This is an optimization exercise on Yosys and OpenROAD, whose aim is small area, a short achievable clock period and few clock cycles per item, not a production implementation.
RTL that was checked went through simulation tests only; none was proved equivalent to the original.
No activity file was given, so power comes from the tool's default toggle rates.

## build 12
// learning_switch_with_tree_election_unit
module learning_switch_with_tree_election_unit #(
  parameter int unsigned PORTS         = lsw_pkg::PortsDefault,
  parameter int unsigned TABLE_ENTRIES = lsw_pkg::TableEntriesDefault
) (
  input  wire                          clk_i,
  input  wire                          rst_ni,
  input  wire                          cfg_we_i,
  input  wire  [lsw_pkg::CfgIdxW-1:0]  cfg_idx_i,
  input  wire  [lsw_pkg::CfgDataW-1:0] cfg_wdata_i,
  input  wire                          push,
  output logic                         full,
  input  wire                          kind_i,
  input  wire  [2:0]                   in_port_i,
  input  wire  [7:0]                   pkt_src_i,
  input  wire  [7:0]                   pkt_dst_i,
  input  wire                          is_control_i,
  input  wire  [1:0]                   sender_type_i,
  input  wire  [7:0]                   adv_root_i,
  input  wire  [7:0]                   adv_dist_i,
  input  wire                          sender_child_i,
  output logic                         empty,
  input  wire                          pop,
  output logic [1:0]                   action_o,
  output logic [2:0]                   out_port_o,
  output logic [7:0]                   port_mask_o,
  output logic [7:0]                   ctl_root_o,
  output logic [7:0]                   ctl_dist_o,
  output logic [7:0]                   child_mask_o
);
==> flow/config.mk <==
export PLATFORM = sky130hd
export DESIGN_NAME = learning_switch_with_tree_election_unit
export DESIGN_NICKNAME = learning_switch_with_tree_election_unit
export VERILOG_FILES = /design/flow/design.v
export SDC_FILE = /design/flow/constraint.sdc
export NUM_CORES = 4
export LEC_CHECK = 0
export CAP_MARGIN = 20
export CORE_MARGIN = 2
export CORE_UTILIZATION = 40
export SETUP_SLACK_MARGIN = 3.2
export SLEW_MARGIN = 20
==> flow/constraint.sdc <==
create_clock -name core_clock -period 6.0 [get_ports {clk_i}]
set_input_delay 1.2000 -clock core_clock [delete_from_list [all_inputs] [get_ports {clk_i}]]
set_output_delay 1.2000 -clock core_clock [all_outputs]
set_load 0.01 [all_outputs]
run.sh (not shown) runs the stock make flow with config.mk's settings and CLKGATE_MAP_FILE= SYNTH_SCRIPT=/design/flow/synth_recipe.tcl, a recipe that flattens the netlist after the stock synthesis.
Build 12: no failed stages, no open violations at the end
Relative to build 12, the following input files were edited for build 70:
# build 12
export LEC_CHECK = 0
export CAP_MARGIN = 20
export CORE_MARGIN = 2
export CORE_UTILIZATION = 40
export SETUP_SLACK_MARGIN = 3.2
export SLEW_MARGIN = 20
create_clock -name core_clock -period 6.0 [get_ports {clk_i}]
# build 70
export LEC_CHECK = 0
export CAP_MARGIN = 20
export CORE_MARGIN = 2
export CORE_UTILIZATION = 40
export SETUP_SLACK_MARGIN = 2.6
export SLEW_MARGIN = 20
create_clock -name core_clock -period 6.0 [get_ports {clk_i}]
Findings:
- Build 70 ran to completion and came out clean on the timing, DRC and antenna checks.
- Count of flip-flops and latches came out exactly the same in build 12 and build 70.
- Going from build 12 to build 70, final routed wirelength across all metal layers -about 2%, post-route met1 wirelength shows a reduction of about 0.36%, clock-buffer cell count now sits lower.
The inputs of build 48 differ from those of build 70 as listed below.
# build 70
export LEC_CHECK = 0
export CAP_MARGIN = 20
export CORE_MARGIN = 2
export CORE_UTILIZATION = 40
export SETUP_SLACK_MARGIN = 2.6
export SLEW_MARGIN = 20
create_clock -name core_clock -period 6.0 [get_ports {clk_i}]
# build 48
export LEC_CHECK = 0
export CAP_MARGIN = 20
export CORE_MARGIN = 2
export CORE_UTILIZATION = 40
export SETUP_SLACK_MARGIN = 3.5
export SLEW_MARGIN = 20
create_clock -name core_clock -period 6.0 [get_ports {clk_i}]
Results
Compared with build 70, in build 48 total clock buffers created by CTS decreased 1; met2 routed wirelength increased about 9%; relative area of clock buffers and inverters in the final design decreased 0.25 points; count of cells resized by post-cts repair increased 347. Post-layout worst setup margin delta (build 48 − build 70): favourable. Changes observed in build 48 relative to build 70: area growth from synthesis to final layout rose 4.8 points, global-route wire length before repair went up. From build 70 to build 48 the numbers moved as follows: number of standard cells after synthesis held, post-layout utilization of the core increased by 1.9 points relative to the old numbers.
No functional check of the RTL was part of any run of this note.

---

learning_switch_with_tree_election_unit, a different RTL version from the one above (not shown whole).
For scale: ~100 I/O pins, about 0.051 mm^2 of cells after synthesis.
Settings: LEC_CHECK=0, CAP_MARGIN=20, CORE_MARGIN=2, CORE_UTILIZATION=70, CTS_CLUSTER_DIAMETER=100, CTS_CLUSTER_SIZE=25, SETUP_SLACK_MARGIN=3.6, SLEW_MARGIN=20; clock period 6.0 ns.
Testbench counts at the start, summed over its fixed seeds: cycles 24,024, items 24,000.
==> next run, changes <==
--- a/flow/config.mk
+++ b/flow/config.mk
@@ -9,3 +9,3 @@
 export CORE_MARGIN = 2
-export CORE_UTILIZATION = 70
+export CORE_UTILIZATION = 60
 export CTS_CLUSTER_DIAMETER = 100
@@ -14 +14,2 @@
 export SLEW_MARGIN = 20
+export TNS_END_PERCENT = 10
After rerunning: The new run ran to the end with no violations; total power is lower slightly; synthesized area is unchanged; wire length is higher by a few percent.

---

Setup of run 1:
learning_switch_with_tree_election_unit again, from the RTL that the note above started with.
## learning_switch_with_tree_election_unit
module learning_switch_with_tree_election_unit #(
  parameter int unsigned PORTS         = lsw_pkg::PortsDefault,
  parameter int unsigned TABLE_ENTRIES = lsw_pkg::TableEntriesDefault
) (
  input  wire                          clk_i,
  input  wire                          rst_ni,
  input  wire                          cfg_we_i,
  input  wire  [lsw_pkg::CfgIdxW-1:0]  cfg_idx_i,
  input  wire  [lsw_pkg::CfgDataW-1:0] cfg_wdata_i,
  input  wire                          push,
  output logic                         full,
  input  wire                          kind_i,
  input  wire  [2:0]                   in_port_i,
  input  wire  [7:0]                   pkt_src_i,
  input  wire  [7:0]                   pkt_dst_i,
  input  wire                          is_control_i,
  input  wire  [1:0]                   sender_type_i,
  input  wire  [7:0]                   adv_root_i,
  input  wire  [7:0]                   adv_dist_i,
  input  wire                          sender_child_i,
  output logic                         empty,
  input  wire                          pop,
  output logic [1:0]                   action_o,
  output logic [2:0]                   out_port_o,
  output logic [7:0]                   port_mask_o,
  output logic [7:0]                   ctl_root_o,
  output logic [7:0]                   ctl_dist_o,
  output logic [7:0]                   child_mask_o
);
  logic       v0_q;
  logic       kind0_q, ctrl0_q, child0_q;
  logic [2:0] port0_q;
  logic [7:0] aroot0_q, cand0_q;
  logic [15:0] shi0_q, slo0_q;
  logic       cov0_q, host0_q, sw0_q;
  logic [3:0]  dtop0_q, dmid0_q;
  logic [15:0] dlo0_q;
  logic       accept;
  logic [8:0] cand_in;
  assign cand_in = {1'b0, adv_dist_i} + 9'd1;
  assign accept = push && !full;
  always_ff @(posedge clk_i or negedge rst_ni) begin
    if (!rst_ni) v0_q <= 1'b0;
    else         v0_q <= accept;
  end
  always_ff @(posedge clk_i) begin
    kind0_q  <= kind_i;
    ctrl0_q  <= is_control_i;
    child0_q <= sender_child_i;
    port0_q  <= in_port_i;
    shi0_q   <= (accept && kind_i) ? (16'd1 << pkt_src_i[7:4]) : 16'd0;
    slo0_q   <= 16'd1 << pkt_src_i[3:0];
    aroot0_q <= adv_root_i;
    cand0_q  <= cand_in[8] ? 8'hFF : cand_in[7:0];
    cov0_q   <= cand_in[8];
    host0_q  <= (sender_type_i == lsw_pkg::SndHost);
    sw0_q    <= (sender_type_i == lsw_pkg::SndSwitch);
  ...
clock: 6.0 ns
lec_check: 0
cap_margin: 20
core_margin: 2
core_utilization: 60
cts_cluster_diameter: 100
cts_cluster_size: 25
setup_slack_margin: 3.65
slew_margin: 20
Run 1 went all the way through synthesis, placement and routing and the layout is clean on timing, DRC and antenna.
Testbench counts of run 1, summed over its fixed seeds: cycles 24,024, items 24,000.
Edits applied to the flow inputs when going from run 1 to run 2:
# run 1
export LEC_CHECK = 0
export CAP_MARGIN = 20
export CORE_MARGIN = 2
export CORE_UTILIZATION = 60
export CTS_CLUSTER_DIAMETER = 100
export CTS_CLUSTER_SIZE = 25
export SETUP_SLACK_MARGIN = 3.65
export SLEW_MARGIN = 20
create_clock -name core_clock -period 6.0 [get_ports {clk_i}]
# run 2
export LEC_CHECK = 0
export CAP_MARGIN = 20
export CORE_MARGIN = 2
export CORE_UTILIZATION = 60
export CTS_CLUSTER_DIAMETER = 100
export CTS_CLUSTER_SIZE = 25
export SETUP_SLACK_MARGIN = 3.75
export SLEW_MARGIN = 20
create_clock -name core_clock -period 6.0 [get_ports {clk_i}]
Notes after the runs:
Run 1 -> run 2: post-route cell area increased slightly
Run 1 → run 2: flop-to-flop setup slack increased by 0.12 ns relative to the old numbers; non-clock buffer count increased by 23 relative to the old numbers; worst slew margin relative to its limit increased by 23 points relative to the old numbers; die area closely matched the old numbers; number of non-filler instances in the completed layout increased by about 0.5% relative to the old numbers.
Run 1 has a higher met3 track demand over resource than run 2.
Total power consumption of the routed design on run 2 is up relative to run 1.
Run 2 ended up with a higher setup slack than run 1 did.
Input-level comparison between run 3 and run 2:
# run 2
export LEC_CHECK = 0
export CAP_MARGIN = 20
export CORE_MARGIN = 2
export CORE_UTILIZATION = 60
export CTS_CLUSTER_DIAMETER = 100
export CTS_CLUSTER_SIZE = 25
export SETUP_SLACK_MARGIN = 3.75
export SLEW_MARGIN = 20
create_clock -name core_clock -period 6.0 [get_ports {clk_i}]
# run 3
export LEC_CHECK = 0
export CAP_MARGIN = 20
export CORE_MARGIN = 2
export CORE_UTILIZATION = 60
export CTS_CLUSTER_DIAMETER = 100
export CTS_CLUSTER_SIZE = 25
export SETUP_SLACK_MARGIN = 3.6
export SLEW_MARGIN = 20
create_clock -name core_clock -period 6.0 [get_ports {clk_i}]
==> flow/flow/run.sh (new file) <==
#!/bin/bash
# Standard layout, except that clock tree synthesis inserts no dummy loads.
# Each tool's output goes to the ORFS logs under orfs/logs; make's own output to flow_make.log.
set -euo pipefail
export CTS_ARGS="-sink_clustering_enable -repair_clock_nets -dont_use_dummy_load -sink_clustering_size 25 -sink_clustering_max_diameter 100"
bash standard.sh > flow_make.log 2>&1
==> flow/standard.sh (new file) <==
#!/bin/bash
# synth_recipe.tcl (not shown) runs the flow's synth.tcl, then flattens the netlist and writes it again
# the make line also repeats each setting of config.mk as NAME=value (left out here)
make -C /OpenROAD-flow-scripts/flow DESIGN_CONFIG=/design/flow/config.mk WORK_HOME=/design/flow/orfs CLKGATE_MAP_FILE= SYNTH_SCRIPT=/design/flow/synth_recipe.tcl "${@:-finish}"
removed: flow/run.sh
Notes after the runs:
- Setup slack (lower): run 2
- In the route summary, run 3 ends up with a via count below that of run 2.
- Run comparison: run 2 uppermost metal layer occupied by signal nets met5; run 3 uppermost metal layer occupied by signal nets met4
- On non-clock buffer count: between run 2 and run 3, it ends up lower for run 3.
- [compare] base=run 2 new=run 3: setup slack after placement now larger, via count of the first global-routing pass decreased by 493 relative to the old numbers, share of the synthesized netlist area taken by xor and xnor gates ~0 delta, fraction of standard cell area that is sequential grew by 1.1 points, design area has decreased.
- Number of standard cells in the final layout excluding fillers of run 3 falls short of that of run 2 slightly.
- Worst-case headroom to the max-slew limit down 0.35 points in run 3 wrt run 2
#### Input delta (run 4 over run 3)
==> flow/run.sh (new file) <==
#!/bin/bash
# synth_recipe.tcl (not shown) runs the flow's synth.tcl, then flattens the netlist and writes it again
# the make line also repeats each setting of config.mk as NAME=value (left out here)
make -C /OpenROAD-flow-scripts/flow DESIGN_CONFIG=/design/flow/config.mk WORK_HOME=/design/flow/orfs CLKGATE_MAP_FILE= SYNTH_SCRIPT=/design/flow/synth_recipe.tcl finish
removed: flow/flow/run.sh
removed: flow/standard.sh
Notes after the runs:
The power density relative to cell area in run 4 sits about 1.3% above the value recorded for run 3.
In terms of number of global-route vias before repair, run 3 and run 4 differ only marginally.
Compared run 4 against run 3; combined area of the multi-input logic cells within noise.
Between run 4 and run 3, the hold slack figures differ only marginally.
Filler cell count: run 4 vs run 3 — no meaningful difference
Run 4 drops more vias than run 3.
Run 4 and run 3 ended up with roughly the same global-route usage.
Going from run 3 to run 4, layout overhead on the synthesized area higher; cell depth of the worst setup path closely matched the old numbers.

[what the ideal ports hide]
In the flow no input, the clock included, has a driving cell. The finished layouts below were timed again as built, in two steps. Step 1 assumes that a clkbuf_16 drives the clock port and a buf_2 every other input. Step 2 adds t to the input delays and takes it off the output delays; t is the mean of the earliest and latest rising clock arrival at the registers after step 1. Input paths then give back, and output paths get back, about the clock's delay inside the block. Slacks: ideal / step 1 / step 2; pairs: ideal / step 1.
run | shift t [ns] | slack for setup (ns) | worst register clock-pin slew, ns
build 12 | 0.819 | 3.212 / 3.212 / 2.674 | 0.07 / 0.07
build 70 | 0.812 | 2.395 / 2.395 / 2.371 | 0.07 / 0.07
build 48 | 0.805 | 3.399 / 3.372 / 2.925 | 0.07 / 0.07
the first run of note 2 | 0.748 | 3.550 / 3.480 / 2.933 | 0.10 / 0.10
the second run of note 2 | 0.727 | 3.376 / 3.362 / 2.940 | 0.10 / 0.10
run 1 | 0.755 | 3.544 / 3.471 / 2.978 | 0.11 / 0.11
run 2 | 0.742 | 3.562 / 3.490 / 3.034 | 0.11 / 0.11
run 3 | 0.725 | 3.574 / 3.504 / 2.969 | 0.10 / 0.10
run 4 | 0.745 | 3.546 / 3.474 / 2.958 | 0.11 / 0.11
After both steps setup and hold are still met in every run listed. The setup slack of the first run of note 2, which loses most, moves by -0.070 ns with the drivers and by -0.617 ns with both steps.
